This is an optimization exercise on Yosys and OpenROAD, whose aim is small area and a short achievable clock period, not a production implementation.
RTL that was checked went through simulation tests only; none was proved equivalent to the original.
Power and IR drop assume default switching activity.

==> flow/design.v (excerpt) <==
module mac_top #(
   parameter int A_WIDTH = 18,    
   parameter int B_WIDTH = 18,    
   parameter int P_WIDTH = 48     
) (
   input  logic                      clk,
   input  logic                      rst_n,
   input  logic signed [A_WIDTH-1:0] data_a,
   input  logic signed [B_WIDTH-1:0] data_b,
   input  mac_pkg::mac_op_e          op,
   input  logic                      activate_mac,   
   output logic signed [P_WIDTH-1:0] data_p,
   output logic                      p_valid
);
   logic signed [A_WIDTH-1:0] a_q;
   logic signed [B_WIDTH-1:0] b_q;
   logic                      kill, sub, keep, valid;
   logic [P_WIDTH-1:0]        row0, row1;
   always_ff @(posedge clk) begin
      a_q <= data_a;
      b_q <= data_b;
   end
   mac_ctrl u_ctrl (
      .clk          (clk),
      .rst_n        (rst_n),
      .activate_mac (activate_mac),
      .op           (op),
      .kill         (kill),
      .sub          (sub),
      .keep_q       (keep),
      .valid_q      (valid)
   );
   mac_mult_stage #(
      .A_WIDTH (A_WIDTH),
      .B_WIDTH (B_WIDTH),
      .P_WIDTH (P_WIDTH)
   ) u_mult (
      .clk   (clk),
      .rst_n (rst_n),
      .a     (a_q),
      .b     (b_q),
      .kill  (kill),
      .sub   (sub),
      .row0  (row0),
      .row1  (row1)
   );
   mac_accumulator #(
      .P_WIDTH (P_WIDTH)
   ) u_acc (
      .clk     (clk),
      .rst_n   (rst_n),
      .keep    (keep),
      .valid   (valid),
      .row0    (row0),
      .row1    (row1),
      .data_p  (data_p),
      .p_valid (p_valid)
   );
endmodule
export LEC_CHECK = 0
export CAP_MARGIN = 20
export CORE_MARGIN = 2
export CORE_UTILIZATION = 40
export SETUP_SLACK_MARGIN = 5
export SLEW_MARGIN = 20
create_clock -name core_clock -period 10.0 [get_ports {clk}]
standard.sh (not shown) runs the stock make flow with config.mk's settings and CLKGATE_MAP_FILE= SYNTH_SCRIPT=/design/flow/synth_recipe.tcl, a recipe that flattens the netlist after the stock synthesis.
==> flow/flow/run.sh <==
#!/bin/bash
set -euo pipefail
bash standard.sh SETUP_SLACK_MARGIN=6.5 finish > flow_make.log 2>&1
The baseline passed the timing, DRC and antenna checks.
Rerun with:
==> flow/run.sh (new file) <==
#!/bin/bash
# synth_recipe.tcl (not shown) runs the flow's synth.tcl, then flattens the netlist and writes it again
# the make line also repeats each setting of config.mk as NAME=value (left out here)
make -C /OpenROAD-flow-scripts/flow DESIGN_CONFIG=/design/flow/config.mk WORK_HOME=/design/flow/orfs CLKGATE_MAP_FILE= SYNTH_SCRIPT=/design/flow/synth_recipe.tcl finish
- SETUP_SLACK_MARGIN: 5 -> default
removed: flow/flow/run.sh
removed: flow/standard.sh
Effect: The new run passed the timing, DRC and antenna checks; final cell count went down by 7.4%; final area went down by 16%; wire length went down by 11%; synthesized area does not change; sequential cell count does not change; synthesized cell count stays the same; via count went down by about 7%; global-route usage went down by 1.3 points; utilization went down by 8.7 points; setup slack loses 1.4 ns.
Rerun with:
- CORE_UTILIZATION: 40 -> 60
- SETUP_SLACK_MARGIN: default -> 5
=> The changed run completed with no timing, DRC or antenna violations; power fell by 0.87%; core utilization rose by 23 points; clock skew stays flat; design area fell by 1.2%; via count fell by 0.52%; fmax rose by 14%; routed wire length fell by 9.6%; global-route usage rose by 7.4 points; synthesized area does not change; sequential power stays flat.
Rerun with:
- ABC_CLOCK_PERIOD_IN_PS: default -> 4000
- CORE_UTILIZATION: 60 -> 40
Cell area came out higher slightly.
Wire length came out higher by roughly a tenth.
Area after synthesis stays the same.
Clock-buffer cell count is unchanged.
Synthesized cell count is unchanged.
Die area went up by well over a third.
Rerun with:
- ABC_CLOCK_PERIOD_IN_PS: 4000 -> default
The changed run passed the timing, DRC and antenna checks. Clock power stays flat. Setup slack is unchanged. Power does not change. Combinational power barely changes. Register-to-register slack stays flat. Routed wire length does not change. First-iteration DRC count stays the same. Design area is unchanged. Flip-flop and latch count is unchanged. Sequential share of layout area is unchanged. Utilization is unchanged.

Another version of the RTL of mac_top (not shown whole).
Size: about 90 I/O pins.
clock: 10.0 ns
lec_check: 0
cap_margin: 20
core_margin: 2
core_utilization: 40
cts_buf_list: sky130_fd_sc_hd__clkbuf_8
cts_cluster_size: 30
slew_margin: 20
==> flow/flow/run.sh <==
#!/bin/bash
# The standard layout with these changes:
#  - Yosys's coarse 'synth' calls run with -noabc, so that extract_fa sees the
#    full and half adders as the RTL writes them (the later ABC mapping pass is
#    unchanged);
#  - the port buffers are buf_1 cells (buffer_ports -buffer_cell);
#  - timing repair aims at a setup margin of 6.6 ns.
# The SDC (clock period, I/O delays, loads) is the standard flow's, unchanged. Each make
# step's log stays under orfs/logs; make's own output goes to flow_make.log.
set -euo pipefail
grep -q '^proc synth {args} { yosys synth -nofsm -noshare {\*}$args }' synth_recipe.tcl
sed 's/yosys synth -nofsm -noshare /yosys synth -nofsm -noshare -noabc /' synth_recipe.tcl > synth_noabc.tcl
bash standard.sh SYNTH_SCRIPT=$PWD/synth_noabc.tcl SETUP_SLACK_MARGIN=6.6 \
  "BUFFER_PORTS_ARGS=-buffer_cell sky130_fd_sc_hd__buf_1" finish > flow_make.log 2>&1
Next try:
--- a/flow/flow/run.sh
+++ b/flow/flow/run.sh
@@ -6,3 +6,3 @@
 #  - the port buffers are buf_1 cells (buffer_ports -buffer_cell);
-#  - timing repair aims at a setup margin of 6.6 ns.
+#  - timing repair aims at a setup margin of 6.5 ns.
 # The SDC (clock period, I/O delays, loads) is the standard flow's, unchanged. Each make
@@ -12,3 +12,3 @@
 sed 's/yosys synth -nofsm -noshare /yosys synth -nofsm -noshare -noabc /' synth_recipe.tcl > synth_noabc.tcl
-bash standard.sh SYNTH_SCRIPT=$PWD/synth_noabc.tcl SETUP_SLACK_MARGIN=6.6 \
+bash standard.sh SYNTH_SCRIPT=$PWD/synth_noabc.tcl SETUP_SLACK_MARGIN=6.5 \
   "BUFFER_PORTS_ARGS=-buffer_cell sky130_fd_sc_hd__buf_1" finish > flow_make.log 2>&1
Sequential share of layout area went up by 0.12 points.
Die area does not change.
Cell area went down by about 0.8%.

mac_top, a different RTL version from the one above (not shown whole).
For scale: about 170 flip-flops, roughly 90 I/O pins, about 0.014 sq mm of cells after synthesis.
==> flow/design.v (excerpt) <==
module mac_top #(
   parameter int A_WIDTH = 18,    
   parameter int B_WIDTH = 18,    
   parameter int P_WIDTH = 48     
) (
   input  logic                      clk,
   input  logic                      rst_n,
   input  logic signed [A_WIDTH-1:0] data_a,
   input  logic signed [B_WIDTH-1:0] data_b,
   input  mac_pkg::mac_op_e          op,
   input  logic                      activate_mac,   
   output logic signed [P_WIDTH-1:0] data_p,
   output logic                      p_valid
);
clock: 10.0 ns
lec_check: 0
cap_margin: 20
core_margin: 2
core_utilization: 40
slew_margin: 20
==> flow/flow/run.sh <==
#!/bin/bash
# The standard layout with three changes:
#  - Yosys's coarse 'synth' calls run with -noabc, so that extract_fa sees the
#    full and half adders as the RTL writes them (the later ABC mapping pass is
#    unchanged);
#  - the port buffers are buf_2 cells (buffer_ports -buffer_cell);
#  - timing repair aims at a setup margin of 6.8 ns.
# The SDC (clock period, I/O delays, loads) is the standard flow's, unchanged. Each make
# step's log stays under orfs/logs; make's own output goes to flow_make.log.
set -euo pipefail
grep -q '^proc synth {args} { yosys synth -nofsm -noshare {\*}$args }' synth_recipe.tcl
sed 's/yosys synth -nofsm -noshare /yosys synth -nofsm -noshare -noabc /' synth_recipe.tcl > synth_noabc.tcl
bash standard.sh SYNTH_SCRIPT=$PWD/synth_noabc.tcl SETUP_SLACK_MARGIN=6.8 \
  "BUFFER_PORTS_ARGS=-buffer_cell sky130_fd_sc_hd__buf_2" finish > flow_make.log 2>&1
The first run completed with no timing, DRC or antenna violations.
Then changed:
--- a/flow/flow/run.sh
+++ b/flow/flow/run.sh
@@ -5,5 +5,5 @@
 #    unchanged);
 #  - the port buffers are buf_2 cells (buffer_ports -buffer_cell);
-#  - timing repair aims at a setup margin of 6.8 ns.
+#  - timing repair aims at a setup margin of 6.5 ns.
 # The SDC (clock period, I/O delays, loads) is the standard flow's, unchanged. Each make
 # step's log stays under orfs/logs; make's own output goes to flow_make.log.
@@ -11,4 +11,4 @@
 grep -q '^proc synth {args} { yosys synth -nofsm -noshare {\*}$args }' synth_recipe.tcl
 sed 's/yosys synth -nofsm -noshare /yosys synth -nofsm -noshare -noabc /' synth_recipe.tcl > synth_noabc.tcl
-bash standard.sh SYNTH_SCRIPT=$PWD/synth_noabc.tcl SETUP_SLACK_MARGIN=6.8 \
+bash standard.sh SYNTH_SCRIPT=$PWD/synth_noabc.tcl SETUP_SLACK_MARGIN=6.5 \
   "BUFFER_PORTS_ARGS=-buffer_cell sky130_fd_sc_hd__buf_2" finish > flow_make.log 2>&1
Result:
- The changed run produced a clean layout
- critical path depth is lower by 1
- setup slack is better by 16 ps
- wire length is lower by 7.5%
- worst hold slack stays flat

Another version of the RTL of mac_top (not shown whole).
For scale: about 1,200 cells after synthesis, ~170 flip-flops, roughly 90 I/O pins, about 13,000 sq um of cells after synthesis.
export LEC_CHECK = 0
export CAP_MARGIN = 20
export CORE_MARGIN = 2
export CORE_UTILIZATION = 40
export SLEW_MARGIN = 20
create_clock -name core_clock -period 10.0 [get_ports {clk}]
==> flow/flow/run.sh <==
#!/bin/bash
# The standard layout with three changes:
#  - Yosys's coarse 'synth' calls run with -noabc, so that extract_fa sees the
#    full and half adders as the RTL writes them (the later ABC mapping pass is
#    unchanged);
#  - the port buffers are buf_2 cells (buffer_ports -buffer_cell);
#  - timing repair aims at a setup margin of 6.65 ns.
# The SDC (clock period, I/O delays, loads) is the standard flow's, unchanged. Each make
# step's log stays under orfs/logs; make's own output goes to flow_make.log.
set -euo pipefail
grep -q '^proc synth {args} { yosys synth -nofsm -noshare {\*}$args }' synth_recipe.tcl
sed 's/yosys synth -nofsm -noshare /yosys synth -nofsm -noshare -noabc /' synth_recipe.tcl > synth_noabc.tcl
bash standard.sh SYNTH_SCRIPT=$PWD/synth_noabc.tcl SETUP_SLACK_MARGIN=6.65 \
  "BUFFER_PORTS_ARGS=-buffer_cell sky130_fd_sc_hd__buf_2" finish > flow_make.log 2>&1
The first run completed with no timing, DRC or antenna violations.
Change:
--- a/flow/flow/run.sh
+++ b/flow/flow/run.sh
@@ -6,3 +6,3 @@
 #  - the port buffers are buf_2 cells (buffer_ports -buffer_cell);
-#  - timing repair aims at a setup margin of 6.65 ns.
+#  - timing repair aims at a setup margin of 6.5 ns.
 # The SDC (clock period, I/O delays, loads) is the standard flow's, unchanged. Each make
@@ -12,3 +12,3 @@
 sed 's/yosys synth -nofsm -noshare /yosys synth -nofsm -noshare -noabc /' synth_recipe.tcl > synth_noabc.tcl
-bash standard.sh SYNTH_SCRIPT=$PWD/synth_noabc.tcl SETUP_SLACK_MARGIN=6.65 \
+bash standard.sh SYNTH_SCRIPT=$PWD/synth_noabc.tcl SETUP_SLACK_MARGIN=6.5 \
   "BUFFER_PORTS_ARGS=-buffer_cell sky130_fd_sc_hd__buf_2" finish > flow_make.log 2>&1
CORE_UTILIZATION = 55   (was 40)
PLACE_DENSITY = 0.7   (was default)
=> Register-to-register slack is worse by 0.07 ns; design area goes down by 6.0%; hold slack is better by 0.0069 ns; sequential cell count does not change; total power goes down by 4.4%.
Change:
ABC_AREA = 1   (was default)
CORE_UTILIZATION = 40   (was 55)
PLACE_DENSITY = default   (was 0.7)
=> Wire length goes up by 3.5%. Via count goes up by 11%. Synthesized cell count goes up by 22%. Worst hold slack degrades by 0.014 ns. Combinational power goes down by 6.6%. Setup slack improves by 0.14 ns. Total power goes down by 5.7%.
Change:
ABC_AREA = default   (was 1)
Effect: Clock skew hardly moves; die area went down by 3.4%; area after synthesis went down by 3.5%; wire length went down by 2.1%; global-route usage went up by 0.49 points.
No run of this note included a check of the RTL's function; only the layout flow was run.

Another version of the RTL of mac_top (not shown whole).
Size in the first run: ~1,200 cells after synthesis.
Settings: LEC_CHECK=0, CAP_MARGIN=20, CORE_MARGIN=2, CORE_UTILIZATION=40, SLEW_MARGIN=20; clock period 10.0 ns.
==> flow/flow/run.sh <==
#!/bin/bash
# The standard layout with three changes:
#  - Yosys's coarse 'synth' calls run with -noabc, so that extract_fa sees the
#    full and half adders as the RTL writes them (the later ABC mapping pass is
#    unchanged);
#  - the port buffers are buf_1 cells (buffer_ports -buffer_cell);
#  - clock tree synthesis uses clkbuf_8 cells, sink clusters of up to 40 and
#    no dummy loads;
#  - timing repair aims at a setup margin of 6.5 ns.
# The SDC (clock period, I/O delays, loads) is the standard flow's, unchanged. Each make
# step's log stays under orfs/logs; make's own output goes to flow_make.log.
set -euo pipefail
grep -q '^proc synth {args} { yosys synth -nofsm -noshare {\*}$args }' synth_recipe.tcl
sed 's/yosys synth -nofsm -noshare /yosys synth -nofsm -noshare -noabc /' synth_recipe.tcl > synth_noabc.tcl
bash standard.sh SYNTH_SCRIPT=$PWD/synth_noabc.tcl SETUP_SLACK_MARGIN=6.5 \
  "BUFFER_PORTS_ARGS=-buffer_cell sky130_fd_sc_hd__buf_1" \
  "CTS_ARGS=-sink_clustering_enable -repair_clock_nets -buf_list sky130_fd_sc_hd__clkbuf_8 -sink_clustering_size 40 -dont_use_dummy_load" \
  finish > flow_make.log 2>&1
Change:
==> flow/flow/run.sh (replaced) <==
#!/bin/bash
# The standard layout with three changes:
#  - Yosys's coarse 'synth' calls run with -noabc, so that extract_fa sees the
#    full and half adders as the RTL writes them (the later ABC mapping pass is
#    unchanged);
#  - the port buffers are buf_2 cells (buffer_ports -buffer_cell);
#  - timing repair aims at a setup margin of 6.8 ns.
# The SDC (clock period, I/O delays, loads) is the standard flow's, unchanged. Each make
# step's log stays under orfs/logs; make's own output goes to flow_make.log.
set -euo pipefail
grep -q '^proc synth {args} { yosys synth -nofsm -noshare {\*}$args }' synth_recipe.tcl
sed 's/yosys synth -nofsm -noshare /yosys synth -nofsm -noshare -noabc /' synth_recipe.tcl > synth_noabc.tcl
bash standard.sh SYNTH_SCRIPT=$PWD/synth_noabc.tcl SETUP_SLACK_MARGIN=6.8 \
  "BUFFER_PORTS_ARGS=-buffer_cell sky130_fd_sc_hd__buf_2" finish > flow_make.log 2>&1
What happened:
- design area went up by 16%
- clock power rose by 81%
- core utilization rose by 7.3 points
- die area is unchanged
- hold slack stays flat
- non-clock buffer count climbs by 114
- sequential cell count does not change
- global-route usage rose by 3.2 points
- cell count increases by 7.7%
- total power grows by 20%

== run 1 ==
mac_top again, from the RTL that the note above started with.
Settings: LEC_CHECK=0, CAP_MARGIN=20, CORE_MARGIN=2, CORE_UTILIZATION=40, CTS_BUF_LIST=sky130_fd_sc_hd__clkbuf_8, CTS_CLUSTER_SIZE=30, SLEW_MARGIN=20; clock period 10.0 ns.
==> flow/flow/run.sh <==
#!/bin/bash
# The standard layout with these changes:
#  - Yosys's coarse 'synth' calls run with -noabc, so that extract_fa sees the
#    full and half adders as the RTL writes them (the later ABC mapping pass is
#    unchanged);
#  - the port buffers are buf_1 cells (buffer_ports -buffer_cell);
#  - timing repair aims at a setup margin of 6.5 ns.
# The SDC (clock period, I/O delays, loads) is the standard flow's, unchanged. Each make
# step's log stays under orfs/logs; make's own output goes to flow_make.log.
set -euo pipefail
grep -q '^proc synth {args} { yosys synth -nofsm -noshare {\*}$args }' synth_recipe.tcl
sed 's/yosys synth -nofsm -noshare /yosys synth -nofsm -noshare -noabc /' synth_recipe.tcl > synth_noabc.tcl
bash standard.sh SYNTH_SCRIPT=$PWD/synth_noabc.tcl SETUP_SLACK_MARGIN=6.5 \
  "BUFFER_PORTS_ARGS=-buffer_cell sky130_fd_sc_hd__buf_1" finish > flow_make.log 2>&1
Per the final summary, run 1 finished and its layout is clean on timing, DRC and antenna.
Edits applied to the flow inputs when going from run 1 to run 2:
- putting GPL_ROUTABILITY_DRIVEN at 0 where nothing was set
==> run notes <==
From run 1 to run 2, number of nets in the final layout did not move at all. As far as post-synthesis sequential element count goes, run 2 and run 1 are indistinguishable; the numbers are identical. Run 2 -> run 1: worst voltage drop across the vdd grid delta 0, exact match. As far as number of vias per cell goes, run 2 and run 1 are indistinguishable; the numbers are identical. As far as cell area goes, run 2 and run 1 are indistinguishable; the numbers are identical.
The following lists how run 3 was set up differently from run 2:
- clearing CTS_BUF_LIST, which used to be sky130_fd_sc_hd__clkbuf_8
- clearing GPL_ROUTABILITY_DRIVEN, which used to be 0
- clearing CTS_CLUSTER_SIZE, which used to be 30
diff --git a/flow/flow/run.sh b/flow/flow/run.sh
--- a/flow/flow/run.sh
+++ b/flow/flow/run.sh
@@ -1,3 +1,3 @@
 #!/bin/bash
-# The standard layout with these changes:
+# The standard layout with three changes:
 #  - Yosys's coarse 'synth' calls run with -noabc, so that extract_fa sees the
@@ -5,3 +5,3 @@
 #    unchanged);
-#  - the port buffers are buf_1 cells (buffer_ports -buffer_cell);
+#  - the port buffers are buf_2 cells (buffer_ports -buffer_cell);
 #  - timing repair aims at a setup margin of 6.5 ns.
@@ -13,2 +13,2 @@
 bash standard.sh SYNTH_SCRIPT=$PWD/synth_noabc.tcl SETUP_SLACK_MARGIN=6.5 \
-  "BUFFER_PORTS_ARGS=-buffer_cell sky130_fd_sc_hd__buf_1" finish > flow_make.log 2>&1
+  "BUFFER_PORTS_ARGS=-buffer_cell sky130_fd_sc_hd__buf_2" finish > flow_make.log 2>&1
--- outcome ---
The share of post-route cells with drive strength above 1 in run 3 was higher than what run 2 gave. Diff run 3..run 2 | post-route clock period utilization | negligible. Of run 3 and run 2, it is run 3 that has the higher combinational power.
Edits applied to the flow inputs when going from run 3 to run 4:
- setting CTS_BUF_LIST to sky130_fd_sc_hd__clkbuf_8 for the first time
==> run notes <==
Compared to run 3, run 4 leaves more free space in the core.
Post-route minimum period for run 4: 0.013 ns up relative to run 3
Delta (run 4 minus run 3): register-to-register slack shows no meaningful change, buffer count excluding the clock tree in the final layout shows an increase of 10, met3 global-route usage shows an increase of 0.46 points, length of routed met2 wiring shows an increase of about 0.43%.
Run 4 consumes less power than run 3 does.
Sort run 3 and run 4 by first-iteration DRC count asc -> top: run 3
Between run 4 and run 3, it is run 4 whose worst clock skew is higher, by 0.0054 ns.
Going from run 3 to run 4, detailed-route wire length now sits at about the same level, worst setup slack now sits lower.
For run 5, these inputs were changed with respect to run 4:
- setting ABC_AREA to 1 for the first time
- setting ABC_CLOCK_PERIOD_IN_PS to 2800 for the first time
- removing CTS_BUF_LIST (formerly sky130_fd_sc_hd__clkbuf_8)
Notes after the runs:
- Run 5 -> run 4: max-slew violation count delta 0, exact match
- Looking at all-layer global routing usage, run 5 sits above run 4.
- Compared with run 4, run 5 shows a higher area growth from synthesis to final layout.
- Global-route wire length before repair came out higher on run 5 than on run 4.
- Of run 5 and run 4, the run reporting the lower setup slack was run 5.
- Met1 wire length: higher on run 4
- Summary: with run 4 as the reference, timing-limited maximum frequency in run 5 moved down slightly.
diff inputs: run 5 => run 6
- ABC_AREA no longer set, was 1
- ABC_CLOCK_PERIOD_IN_PS no longer set, was 2800
- CTS_CLUSTER_SIZE now 30, previously not set
- CTS_BUF_LIST now sky130_fd_sc_hd__clkbuf_8, previously not set
==> flow/flow/run.sh <==
#!/bin/bash
# The standard layout with these changes:
#  - Yosys's coarse 'synth' calls run with -noabc, so that extract_fa sees the
#    full and half adders as the RTL writes them (the later ABC mapping pass is
#    unchanged);
#  - the port buffers are buf_1 cells (buffer_ports -buffer_cell);
#  - timing repair aims at a setup margin of 6.6 ns.
# The SDC (clock period, I/O delays, loads) is the standard flow's, unchanged. Each make
# step's log stays under orfs/logs; make's own output goes to flow_make.log.
set -euo pipefail
grep -q '^proc synth {args} { yosys synth -nofsm -noshare {\*}$args }' synth_recipe.tcl
sed 's/yosys synth -nofsm -noshare /yosys synth -nofsm -noshare -noabc /' synth_recipe.tcl > synth_noabc.tcl
bash standard.sh SYNTH_SCRIPT=$PWD/synth_noabc.tcl SETUP_SLACK_MARGIN=6.6 \
  "BUFFER_PORTS_ARGS=-buffer_cell sky130_fd_sc_hd__buf_1" finish > flow_make.log 2>&1
- Changes observed in run 6 relative to run 5: global-route usage was more or less identical, fmax went up by about 2.2%.
- Comparing die area for run 5 and run 6, the bigger number came from run 5.
- Cmp run 5 and run 6 / total power consumption of the routed design / higher: run 6
- met2 demand-to-capacity share in global routing for run 6: 3.5 points down relative to run 5
- Final critical delay including setup and external delays: run 6 vs run 5 down 0.075 ns

## port drivers added, routing unchanged
The results above use ideal ports. As a check the final layouts listed here were re-extracted and re-timed, cells and wires unchanged. Step 1, drivers: a clkbuf_16 drives clk and a buf_2 each remaining input, both assumed. Step 2 adds t to the input delays and takes it off the output delays; t is the mean of the earliest and latest rising clock arrival at the registers after step 1. Input paths then give back, and output paths get back, about the clock's delay inside the block. Slacks: ideal / step 1 / step 2; pairs: ideal / step 1.
| run | t (ns) | setup WS [ns] | hold WS [ns] | worst setup path after step 2 |
|---|---|---|---|---|
| the first run of note 1 | 0.491 | 5.963 / 5.963 / 5.963 | 0.349 / 0.349 / 0.349 | register to register |
| the second run of note 1 | 0.498 | 4.602 / 4.602 / 4.602 | 0.366 / 0.366 / 0.366 | register to register |
| the third run of note 1 | 0.476 | 5.248 / 5.248 / 5.248 | 0.360 / 0.360 / 0.360 | register to register |
| the fourth run of note 1 | 0.497 | 5.283 / 5.283 / 5.283 | 0.370 / 0.370 / 0.370 | register to register |
| the fifth run of note 1 | 0.497 | 5.283 / 5.283 / 5.283 | 0.370 / 0.370 / 0.370 | register to register |
| the first run of note 2 | 0.526 | 6.620 / 6.620 / 6.620 | 0.355 / 0.355 / 0.355 | register to register |
| the second run of note 2 | 0.518 | 6.536 / 6.536 / 6.536 | 0.356 / 0.356 / 0.356 | register to register |
| the first run of note 3 | 0.508 | 6.480 / 6.480 / 6.480 | 0.352 / 0.352 / 0.352 | register to register |
| the second run of note 3 | 0.502 | 6.495 / 6.495 / 6.495 | 0.353 / 0.353 / 0.353 | register to register |
| the first run of note 4 | 0.483 | 6.514 / 6.514 / 6.514 | 0.353 / 0.353 / 0.353 | register to register |
| the second run of note 4 | 0.471 | 6.439 / 6.439 / 6.439 | 0.360 / 0.360 / 0.360 | register to register |
| the third run of note 4 | 0.497 | 6.583 / 6.583 / 6.506 | 0.347 / 0.347 / 0.347 | input, reset recovery |
| the fourth run of note 4 | 0.480 | 6.502 / 6.502 / 6.502 | 0.357 / 0.357 / 0.357 | register to register |
| the first run of note 5 | 0.505 | 6.588 / 6.588 / 6.588 | 0.348 / 0.348 / 0.348 | register to register |
| the second run of note 5 | 0.480 | 6.716 / 6.716 / 6.641 | 0.349 / 0.349 / 0.349 | input to register |
| run 1 | 0.516 | 6.591 / 6.591 / 6.591 | 0.352 / 0.352 / 0.352 | input to register |
| run 2 | 0.516 | 6.591 / 6.591 / 6.591 | 0.352 / 0.352 / 0.352 | input to register |
| run 3 | 0.485 | 6.602 / 6.602 / 6.602 | 0.349 / 0.349 / 0.349 | register to register |
| run 4 | 0.527 | 6.589 / 6.589 / 6.589 | 0.355 / 0.355 / 0.355 | register to register |
| run 5 | 0.504 | 6.565 / 6.565 / 6.565 | 0.355 / 0.355 / 0.355 | register to register |
| run 6 | 0.512 | 6.640 / 6.640 / 6.617 | 0.355 / 0.355 / 0.355 | input to register |
After both steps every run listed still meets setup and hold. The setup slack of the third run of note 4, which loses most, moves by 0.000 ns with the drivers and by -0.077 ns with both steps. The worst setup slack also covers recovery checks on asynchronous resets.
